This is an optimization exercise on Yosys and OpenROAD, whose aim is small area, a short achievable clock period and few clock cycles per item, not a production implementation.
Where RTL was checked, it was by simulation tests only, not by an equivalence proof against the original.
No functional check of the RTL was part of run 2.

==> flow/design.v (outline; a module is shown in full before it is edited, if it fits) <==
// module fp32_div_pipe: 1058 lines
// module fp32_div_csa: 12 lines
// module fp32_div_hadd: 11 lines
module fp32_div_pipe (
  input  logic        clk,
  input  logic        rst_n,
  input  logic        in_valid,
  output logic        in_ready,
  input  logic [31:0] in_a,
  input  logic [31:0] in_b,
  output logic        out_valid,
  input  logic        out_ready,
  output logic [31:0] out_q,
  output logic [3:0]  out_flags
);
  // ...
==> flow/flow/run.sh <==
#!/bin/bash
# Own layout flow: the standard flow (standard synthesis, floorplan, place,
# CTS, route) unchanged, except that
#  - the input and output port buffers that buffer_ports inserts are
#    sky130_fd_sc_hd__buf_2 cells instead of the default choice (every port is
#    still buffered), and
#  - clock tree synthesis balances levels with one level of sink clustering.
set -euo pipefail
export BUFFER_PORTS_ARGS="-buffer_cell sky130_fd_sc_hd__buf_2"
export CTS_ARGS="-sink_clustering_enable -repair_clock_nets -sink_clustering_size 30 -sink_clustering_max_diameter 100 -sink_clustering_levels 1 -balance_levels"
bash standard.sh finish > standard_flow.log 2>&1
==> flow/standard.sh <==
#!/bin/bash
# synth_recipe.tcl (not shown) runs the flow's synth.tcl, then flattens the netlist and writes it again
# the make line also repeats each setting of config.mk as NAME=value (left out here)
make -C /OpenROAD-flow-scripts/flow DESIGN_CONFIG=/design/flow/config.mk WORK_HOME=/design/flow/orfs CLKGATE_MAP_FILE= SYNTH_SCRIPT=/design/flow/synth_recipe.tcl "${@:-finish}"
==> flow/config.mk <==
export PLATFORM = sky130hd
export DESIGN_NAME = fp32_div_pipe
export DESIGN_NICKNAME = fp32_div_pipe
export VERILOG_FILES = /design/flow/design.v
export SDC_FILE = /design/flow/constraint.sdc
export NUM_CORES = 4
export LEC_CHECK = 0
export ABC_AREA = 1
export CAP_MARGIN = 20
export CORE_MARGIN = 2
export CORE_UTILIZATION = 60
export CTS_CLUSTER_DIAMETER = 100
export CTS_CLUSTER_SIZE = 30
export SLEW_MARGIN = 50
export SYNTH_HIERARCHICAL = 1
export SYNTH_MINIMUM_KEEP_SIZE = 0
==> flow/constraint.sdc <==
create_clock -name core_clock -period 125.0 [get_ports {clk}]
set_input_delay 25.0000 -clock core_clock [delete_from_list [all_inputs] [get_ports {clk}]]
set_output_delay 25.0000 -clock core_clock [all_outputs]
set_load 0.01 [all_outputs]
==> flow_summary.yaml, run 1 <==
yosys:
  yosys.area.top_type_share_pct: 39.0
  ys_top_cells_by_area: "fa_1, edfxtp_1, nand2_1, xor2_1, o21ai_0"
  synth_mux_area_share_pct: 0.280
  synth_fa_ha_area_share_pct: 43.7
  syn_nets: 5310
  synth_edf_count: 284
  ys.warnings.count: 7
worst_setup_path:
  endpoint_kind: "output pin"
  cp_top_family: "flip-flops"
  timing.rr.end: "r1_S[14]"
  reg2reg_from: "r0_b[17]"
  path_buf_inv: 1
  critical_path_class: "reg -> out"
global_routing:
  grt.total_usage_pct: 34.5
  use_met3_pct: 4.59
  grt-busiest-layer: "met2"
  grt_max_degree: 137
placement:
  port_buffers: 105
  gp_congestion: 0.939
  place_worst_setup_slack_ns: 99.05
hold_path:
  min_to: "r2_fa[14]"
routing:
  top_layer: "met5"
  route.detailed.drc: 0
timing:
  fin_crit_sh_pct: 20.9
  layout_min_cycle_time_ns: 26.13
  slew_headroom_pct: 54.1
  hold_ws_ns: 0.428
job:
  maxCapViolCount: 0
layout:
  largest_class: "multi-input gates"
  nonClkBufAreaFrac_pct: 2.98
  final_core_util_pct: 64.3
  clkCellAreaFrac_pct: 1.54
  fillCellCount: 5834
  top_regs: "out_q_r: 32 flops, sk_q: 32 flops"
  drive_gt1_share_pct: 8.17
  seqCellArea_sq_um: 9370
floorplanning:
  pin_count: 106
  coreArea_sq_um: 70400
run_status:
  status: "no timing/DRC/antenna violations"
clock_network:
  cts_resized: 0
  cts.clk_slew.worst_paths_ns: 0.11
  postCtsHoldBufs: 0
Testbench counts, summed over its fixed seeds: cycles 16,032, items 16,000.
==> inputs of run 2 (changes only) <==
--- a/flow/design.v
+++ b/flow/design.v
@@ -1018,31 +1018,31 @@
   assign ic[1] = ic[0] & (&mant[0:0]);
   assign ic[2] = ic[0] & (&mant[1:0]);
   assign ic[3] = ic[0] & (&mant[2:0]);
   assign ic[4] = ic[0] & (&mant[3:0]);
   assign ic[5] = ic[0] & (&mant[4:0]);
   assign ic[6] = ic[0] & (&mant[5:0]);
   assign ic[7] = ic[0] & (&mant[6:0]);
   assign ic[8] = ic[0] & (&mant[7:0]);
-  assign ic[9] = ic[8] & (&mant[8:8]);
-  assign ic[10] = ic[8] & (&mant[9:8]);
-  assign ic[11] = ic[8] & (&mant[10:8]);
-  assign ic[12] = ic[8] & (&mant[11:8]);
-  assign ic[13] = ic[8] & (&mant[12:8]);
-  assign ic[14] = ic[8] & (&mant[13:8]);
-  assign ic[15] = ic[8] & (&mant[14:8]);
-  assign ic[16] = ic[8] & (&mant[15:8]);
-  assign ic[17] = ic[16] & (&mant[16:16]);
-  assign ic[18] = ic[16] & (&mant[17:16]);
-  assign ic[19] = ic[16] & (&mant[18:16]);
-  assign ic[20] = ic[16] & (&mant[19:16]);
-  assign ic[21] = ic[16] & (&mant[20:16]);
-  assign ic[22] = ic[16] & (&mant[21:16]);
-  assign ic[23] = ic[16] & (&mant[22:16]);
+  assign ic[9] = ic[0] & (&mant[8:0]);
+  assign ic[10] = ic[0] & (&mant[9:0]);
+  assign ic[11] = ic[0] & (&mant[10:0]);
+  assign ic[12] = ic[0] & (&mant[11:0]);
+  assign ic[13] = ic[0] & (&mant[12:0]);
+  assign ic[14] = ic[0] & (&mant[13:0]);
+  assign ic[15] = ic[0] & (&mant[14:0]);
+  assign ic[16] = ic[0] & (&mant[15:0]);
+  assign ic[17] = ic[0] & (&mant[16:0]);
+  assign ic[18] = ic[0] & (&mant[17:0]);
+  assign ic[19] = ic[0] & (&mant[18:0]);
+  assign ic[20] = ic[0] & (&mant[19:0]);
+  assign ic[21] = ic[0] & (&mant[20:0]);
+  assign ic[22] = ic[0] & (&mant[21:0]);
+  assign ic[23] = ic[0] & (&mant[22:0]);
   assign mcarry = ic[23];
   assign mant_r = mant ^ ic[22:0];
   assign exp_r = r2_e + {8'd0, p47 & mcarry, p47 ^ mcarry};
   assign n_ovf = ~exp_r[9] & (exp_r[8] | (&exp_r[7:0]));
   assign n_unf = exp_r[9] | (exp_r == 10'd0);
   assign r2_kind = (r2_e[9:7] == 3'b100) ? r2_e[2:1] : 2'b00;
   assign r2_kx = r2_e[0];
   assign k_nan = (r2_kind == 2'b01);
==> flow/flow/run.sh (replaced) <==
#!/bin/bash
# Own layout flow: the standard flow (standard synthesis, floorplan, place,
# CTS, route) unchanged, except that the input and output port buffers that
# buffer_ports inserts are sky130_fd_sc_hd__buf_2 cells instead of the default
# choice. Every port is still buffered.
set -euo pipefail
export BUFFER_PORTS_ARGS="-buffer_cell sky130_fd_sc_hd__buf_2"
bash standard.sh finish > standard_flow.log 2>&1
==> run 2 against run 1 <==
  * Still clean on timing, DRC and antenna
  * Clock skew is 0.0054 ns lower
  * Setup slack improved by 0.0022 ns
  * Critical path depth is the same
  * Die area rose by 0.27%
  * Critical endpoint is now out_q[0]
==> flow_summary.yaml, run 2 <==
placement:
  hpwlAfterDp_um: 87200
  gp_congestion: 0.922
  dp_cells: 5150
  place_area_sq_um: 44300
  place_worst_setup_slack_ns: 99.07
  port_buffers: 105
routing:
  ant_nets: 0
  num_vias: 31000
  route.detailed.drc: 0
  wl_um: 118000
  drtPass1Iterations: 5
  vias_per_cell: 5.97
  drtIter0Drc: 2390
  wl_per_cell_um: 22.6
global_routing:
  grt_pass1_vias: 32600
  overflow: 0
  grt_pass1_wl_um: 187000
  grt_max_degree: 134
  antenna_found_initial: 0
  grt.total_usage_pct: 32.7
layout:
  syn2layout_area_growth_pct: 5.26
  final_cell_mix: "fa_1, nand2_1, o21ai_0"
  layout.nets: 5289
  top_regs: "out_q_r: 32 flops, sk_q: 32 flops"
  n_antenna_cell: 0
  final_cell_area_sq_um: 45200
  layout_commonest_cell: "fa_1"
  drive_gt1_share_pct: 7.43
  instances_no_fill: 5191
clock_network:
  clockBufferDepth: 3
  cts.clk_slew.worst_paths_ns: 0.11
  clock_sinks: 326
  postCtsHoldBufs: 0
  cts_resized: 0
  numCtsBuffers: 21
  clk_latency_ns: 0.58
  htreeDepth: 1
  cts_tree: "yes"
  cts_setup_buffers: 0
  cts-root-buf: "clkbuf_16"
yosys:
  synth.distinct_cells: 57
  post-synth-top-count-cell: "fa_1"
  ys_seq_area_share_pct: 21.8
  avgSynthCellArea_sq_um: 10.0
  syn_nets: 5358
  yosys.area.top_type_share_pct: 38.9
  async_flop_share_pct: 0
  synthCells: 4295
  synth_commonest_cells: "fa_1, nand2_1, o21ai_0"
  synth_edf_count: 284
  ys_top_cells_by_area: "fa_1, edfxtp_1, nand2_1, xor2_1, o21ai_0"
  syn_area_sq_um: 43000
  ys_seq_elements: 326
  synth_area_leader_cell: "fa_1"
  synth_top_flop_cell: "edfxtp_1"
  ys.warnings.count: 7
worst_setup_path:
  worstPathCellList: "buf_2"
  crit_required_ns: 100.00
  reg2reg_depth: 116
  cp.arrival_ns: 1.13
  endpoint_kind: "output pin"
  reg2reg_from: "r1_S[23]"
  cpPeakStageDelay_ns: 0.40
  cp_slowest_cell: "edfxtp_1"
  timing.rr.end: "r2_fr[22]"
  regToRegSetupSlack_ns: 99.26
  critical_path_class: "reg -> out"
  path_buf_inv: 1
  crit_fanout: 1
  worstSetupStartpointType: "register"
  cp_top_family: "flip-flops"
job:
  maxCapViolCount: 0
timing:
  worst_slack_ns: 98.87
  rsz0062_at_grt: "false"
  slew_viol_final: 0
  fin_crit_sh_pct: 20.9
  layout_min_cycle_time_ns: 26.13
  fin_skew_ns: 0.0346
  hold_violations: 0
  setup_viol: 0
  slew_headroom_pct: 48.9
  fmaxAchievable_mhz: 38.3
  tightest_slew_ns: 0.766
  setup_tns_ns: 0
hold_path:
  hold_depth: 0
  min_from: "r1_fa[13]"
  min_to: "r2_fa[13]"
  hp-class: "reg -> reg"
floorplanning:
  dieArea_sq_um: 73700
  num_rows: 98
  start_util_pct: 60.3
  coreArea_sq_um: 71200
  die_x_um: 272
  pin_count: 106
  die_h_um: 272
run_status:
  status: "no timing/DRC/antenna violations"
==> run 2: changes by cell type after synthesis, moves of 7 or more <==
cell	before	now
a32o_1	9	0
clkbuf_1	235	252
nand2_1	753	787
nor2_1	152	170
o21ai_0	477	466
o21ai_1	11	19
o31ai_1	2	9
or2_2	26	16
xnor2_1	29	37
==> run 2: worst max-delay path by stage <==
stage	end	start	cells past startpoint	slack (ns)
after CTS	out_q[0]	out_q_r[0]	1	98.82
after floorplan	out_f_r[0]	out_ready	1	99.12
after detailed placement	out_q_r[5]	out_ready	2	99.07
after global routing	r2_fr[22]	r1_S[23]	116	96.60
after global placement	r1_S[1]	r0_b[16]	84	97.82
final	out_q[0]	out_q_r[0]	1	98.87
==> run 2: cell type report <==
type	count	area, sq um
Sequential cell	326	9370
Inverter	345	1310
Multi-Input combinational cell	3342	31300
Clock inverter	14	280
Fill cell	5917	26000
Tap cell	950	1190
Clock buffer	24	537
Timing Repair Buffer	190	1190
==> run 2: per-stage QoR <==
step / hold slack (ns) / utilization [%]
after floorplan: 0.400 / -
after global placement: 0.401 / 62.1
after detailed placement: 0.405 / 62.2
after CTS: 0.431 / 63.4
after global routing: 0.436 / 63.5
final: 0.429 / 63.5
==> run 2: cell families (layout without fill, tap and decap cells) <==
logic type	after synthesis	after routing	share of synthesized area [%]
xor gates and xnor gates	322	322	6.57
DFF	326	326	21.8
buffers and inverters	627	573	5.54
muxes	11	11	0.256
and+or+nand+nor	1113	1113	10.6
adders and majority gates	995	995	43.6
AOI/OAI and AO/OA	901	901	11.7
==> run 2: routing by layer <==
metal / wire [um] / global-route usage, % / up-vias / part of all wire [%]
li1: - / - / 14000 / -
met1: 47100 / 43.5 / 15600 / 40
met2: 59000 / 56.3 / 1163 / 50
met3: 7680 / 5.06 / 266 / 6.5
met4: 3720 / 9.12 / 0 / 3.2
met5: 0 / 0 / - / 0

static timing again, ports no longer ideal:
The flow's constraints put no driver on any port. The routed layouts listed below were extracted and timed again, unchanged, in two steps. Step 1 (the two cells are an assumption about what drives the block):
set clk [get_ports {clk}]
set_driving_cell -lib_cell sky130_fd_sc_hd__clkbuf_16 $clk
set_driving_cell -lib_cell sky130_fd_sc_hd__buf_2 [delete_from_list [all_inputs] $clk]
Step 2 adds t to the input delays and takes it off the output delays; t is the mean of the earliest and latest rising clock arrival at the registers after step 1. Input paths then give back, and output paths get back, about the clock's delay inside the block. Three values: ideal ports, drivers, drivers and shift; two values: the first two.
run | shift t [ns] | slack for setup (ns) | worst setup path after step 2
run 1 | 0.627 | 98.866 / 98.798 / 99.079 | input to register
run 2 | 0.628 | 98.868 / 98.802 / 99.098 | input to register
After both steps setup and hold are still met in every run listed.
